This design comes from an exercise in tuning for small area and a short achievable clock period on the open sky130 flow, not from production work. At most, simulation tests tie the RTL to the original design; equivalence was not proved. No activity file was given, so power comes from the tool's default toggle rates.

rev 12:
==> module obi_attr_fifo, before the edit <==
module obi_attr_fifo #(
  parameter int WIDTH = 1
) (
  input  logic     in_support_if,
  input  logic     arst_n_i,
  input  logic     req_i,
  input  logic     gnt_i,
  input  logic     rvalid_i,
  input  logic [WIDTH-1:0] attr_i,
  output logic [WIDTH-1:0] attr_o
);
  localparam int DEPTH = trig_pkg::ATTR_FIFO_DEPTH;
  logic [WIDTH-1:0]                  mem [DEPTH];
  logic [trig_pkg::ATTR_PTR_W-1:0]   wr_ptr;
  logic [DEPTH-1:0]                  rd_onehot;
  logic [DEPTH-1:0]                  rd_state;
  logic [DEPTH-1:0]                  fill;
  logic                              push;
  logic                              pop;
  logic [WIDTH-1:0]                  head;
  assign push = req_i && gnt_i && !fill[DEPTH-1];
  assign pop  = rvalid_i && fill[0];
  assign rd_onehot = {rd_state[DEPTH-1:1], ~rd_state[0]};
  always_comb begin
    head = '0;
    for (int i = 0; i < DEPTH; i++) begin
      head = head | ({WIDTH{rd_onehot[i]}} & mem[i]);
    end
  end
  assign attr_o = {WIDTH{pop}} & head;
  always_ff @(posedge in_support_if or negedge arst_n_i) begin
    if (!arst_n_i) begin
      wr_ptr    <= '0;
      rd_state  <= '0;
      fill      <= '0;
    end else begin
      if (push && !pop) begin
        fill <= {fill[DEPTH-2:0], 1'b1};
      end else if (pop && !push) begin
        fill <= {1'b0, fill[DEPTH-1:1]};
      end
      if (push) begin
        wr_ptr <= wr_ptr + 1'b1;
      end
      if (pop) begin
        rd_state <= {rd_onehot[DEPTH-2:0], ~rd_onehot[DEPTH-1]};
      end
    end
  end
  always_ff @(posedge in_support_if) begin
    if (push) begin
      mem[wr_ptr] <= attr_i;
    end
  end
endmodule
Settings: LEC_CHECK=0, ABC_AREA=1, CAP_MARGIN=20, CORE_MARGIN=2, CORE_UTILIZATION=60, SETUP_SLACK_MARGIN=2.4, SLEW_MARGIN=20; clock period 5.5 ns.
standard.sh (not shown) runs the stock make flow with config.mk's settings and CLKGATE_MAP_FILE= SYNTH_SCRIPT=/design/flow/synth_recipe.tcl, a recipe that flattens the netlist after the stock synthesis.
==> flow/flow/run.sh <==
#!/bin/bash
# Standard layout, with every port buffered by the smallest buffer cell
# instead of the resizer's default choice, and a clock tree with larger
# sink clusters and no dummy loads
export BUFFER_PORTS_ARGS="-buffer_cell sky130_fd_sc_hd__buf_1"
export CTS_ARGS="-sink_clustering_enable -repair_clock_nets -dont_use_dummy_load -sink_clustering_size 24 -sink_clustering_max_diameter 60"
bash standard.sh > standard.log 2>&1
[inputs] rev 13 vs rev 12
--- a/flow/design.v
+++ b/flow/design.v
@@ -254,54 +254,63 @@
   input  logic     gnt_i,
   input  logic     rvalid_i,
   input  logic [WIDTH-1:0] attr_i,
   output logic [WIDTH-1:0] attr_o
 );
   localparam int DEPTH = trig_pkg::ATTR_FIFO_DEPTH;
+  localparam int LANE  = (WIDTH > 8) ? 8 : WIDTH;
+  localparam int NLANE = (WIDTH + LANE - 1) / LANE;
   logic [WIDTH-1:0]                  mem [DEPTH];
   logic [trig_pkg::ATTR_PTR_W-1:0]   wr_ptr;
-  logic [DEPTH-1:0]                  rd_onehot;
-  logic [DEPTH-1:0]                  rd_state;
   logic [DEPTH-1:0]                  fill;
   logic                              push;
   logic                              pop;
-  logic [WIDTH-1:0]                  head;
   assign push = req_i && gnt_i && !fill[DEPTH-1];
   assign pop  = rvalid_i && fill[0];
-  assign rd_onehot = {rd_state[DEPTH-1:1], ~rd_state[0]};
-  always_comb begin
-    head = '0;
-    for (int i = 0; i < DEPTH; i++) begin
-      head = head | ({WIDTH{rd_onehot[i]}} & mem[i]);
-    end
-  end
-  assign attr_o = {WIDTH{pop}} & head;
   always_ff @(posedge in_support_if or negedge arst_n_i) begin
     if (!arst_n_i) begin
-      wr_ptr    <= '0;
-      rd_state  <= '0;
-      fill      <= '0;
+      wr_ptr <= '0;
+      fill   <= '0;
     end else begin
+      if (push) begin
+        wr_ptr <= wr_ptr + 1'b1;
+      end
       if (push && !pop) begin
         fill <= {fill[DEPTH-2:0], 1'b1};
       end else if (pop && !push) begin
         fill <= {1'b0, fill[DEPTH-1:1]};
       end
-      if (push) begin
-        wr_ptr <= wr_ptr + 1'b1;
-      end
-      if (pop) begin
-        rd_state <= {rd_onehot[DEPTH-2:0], ~rd_onehot[DEPTH-1]};
-      end
     end
   end
   always_ff @(posedge in_support_if) begin
     if (push) begin
       mem[wr_ptr] <= attr_i;
     end
   end
+  for (genvar l = 0; l < NLANE; l++) begin : g_lane
+    localparam int LO = l * LANE;
+    localparam int HI = (LO + LANE > WIDTH) ? WIDTH - 1 : LO + LANE - 1;
+    logic [DEPTH-1:0] rd_state;
+    logic [DEPTH-1:0] rd_onehot;
+    logic [HI-LO:0]   head;
+    assign rd_onehot = {rd_state[DEPTH-1:1], ~rd_state[0]};
+    always_ff @(posedge in_support_if or negedge arst_n_i) begin
+      if (!arst_n_i) begin
+        rd_state <= '0;
+      end else if (pop) begin
+        rd_state <= {rd_onehot[DEPTH-2:0], ~rd_onehot[DEPTH-1]};
+      end
+    end
+    always_comb begin
+      head = '0;
+      for (int i = 0; i < DEPTH; i++) begin
+        head = head | ({(HI-LO+1){rd_onehot[i]}} & mem[i][HI:LO]);
+      end
+    end
+    assign attr_o[HI:LO] = {(HI-LO+1){pop}} & head;
+  end
 endmodule
 `timescale 1ns/1ps
 module trig_support_top (
   input  logic                              in_support_if,
   input  logic                              arst_n_i,
   input  logic                              wb_cyc_i,
Results
Between rev 13 and rev 12, it is rev 13 whose count of inverters other than clock inverters in the layout is higher, by about 6%. Diff rev 12 -> rev 13: clock sink count increased 12; average wire length per cell after detail routing increased 3.4%. Cmp rev 12 and rev 13 / via count / lower: rev 12. Rev 13 and rev 12 ended up with roughly the same fraction of area in clock buffers and inverters. Taking rev 12 as the reference, in rev 13 routed wire length saw an increase, register clock-pin slew on the reported worst setup and hold paths stayed essentially flat, post-route minimum period shows an increase of 89 ps, peak supply drop increased about 37%, synthesized area per cell rose by about 0.9%. Slew at the pin closest to its max-slew limit (higher): rev 12. Fraction of power consumed by combinational cells in rev 13 is 1.3 points lower than in rev 12. Rev 13 against rev 12; met1 routed wirelength after detailed routing is up by a few percent.
Function not checked in rev 13: the RTL went through the layout flow alone.

-- static timing again, ports no longer ideal --
In the flow no input, the clock included, has a driving cell. The finished layouts below were timed again as built, in two steps.
Step 1: set_driving_cell puts a clkbuf_16 on in_support_if and a buf_2 on each other input, an assumption about the parent block.
Step 2 also shifts input and output timing later by t, the mid clock arrival at the registers, as if the neighbouring blocks saw the same clock.
Slacks: ideal / step 1 / step 2; pairs: ideal / step 1.
run | t (ns) | setup WS [ns] | clock arrival spread, ns
rev 12 | 0.607 | 2.517 / 2.480 / 1.949 | 0.061 / 0.061
rev 13 | 0.623 | 2.429 / 2.394 / 1.911 | 0.086 / 0.086
After both steps setup and hold are still met in every run listed. The setup slack of rev 12, which loses most, moves by -0.037 ns with the drivers and by -0.568 ns with both steps.
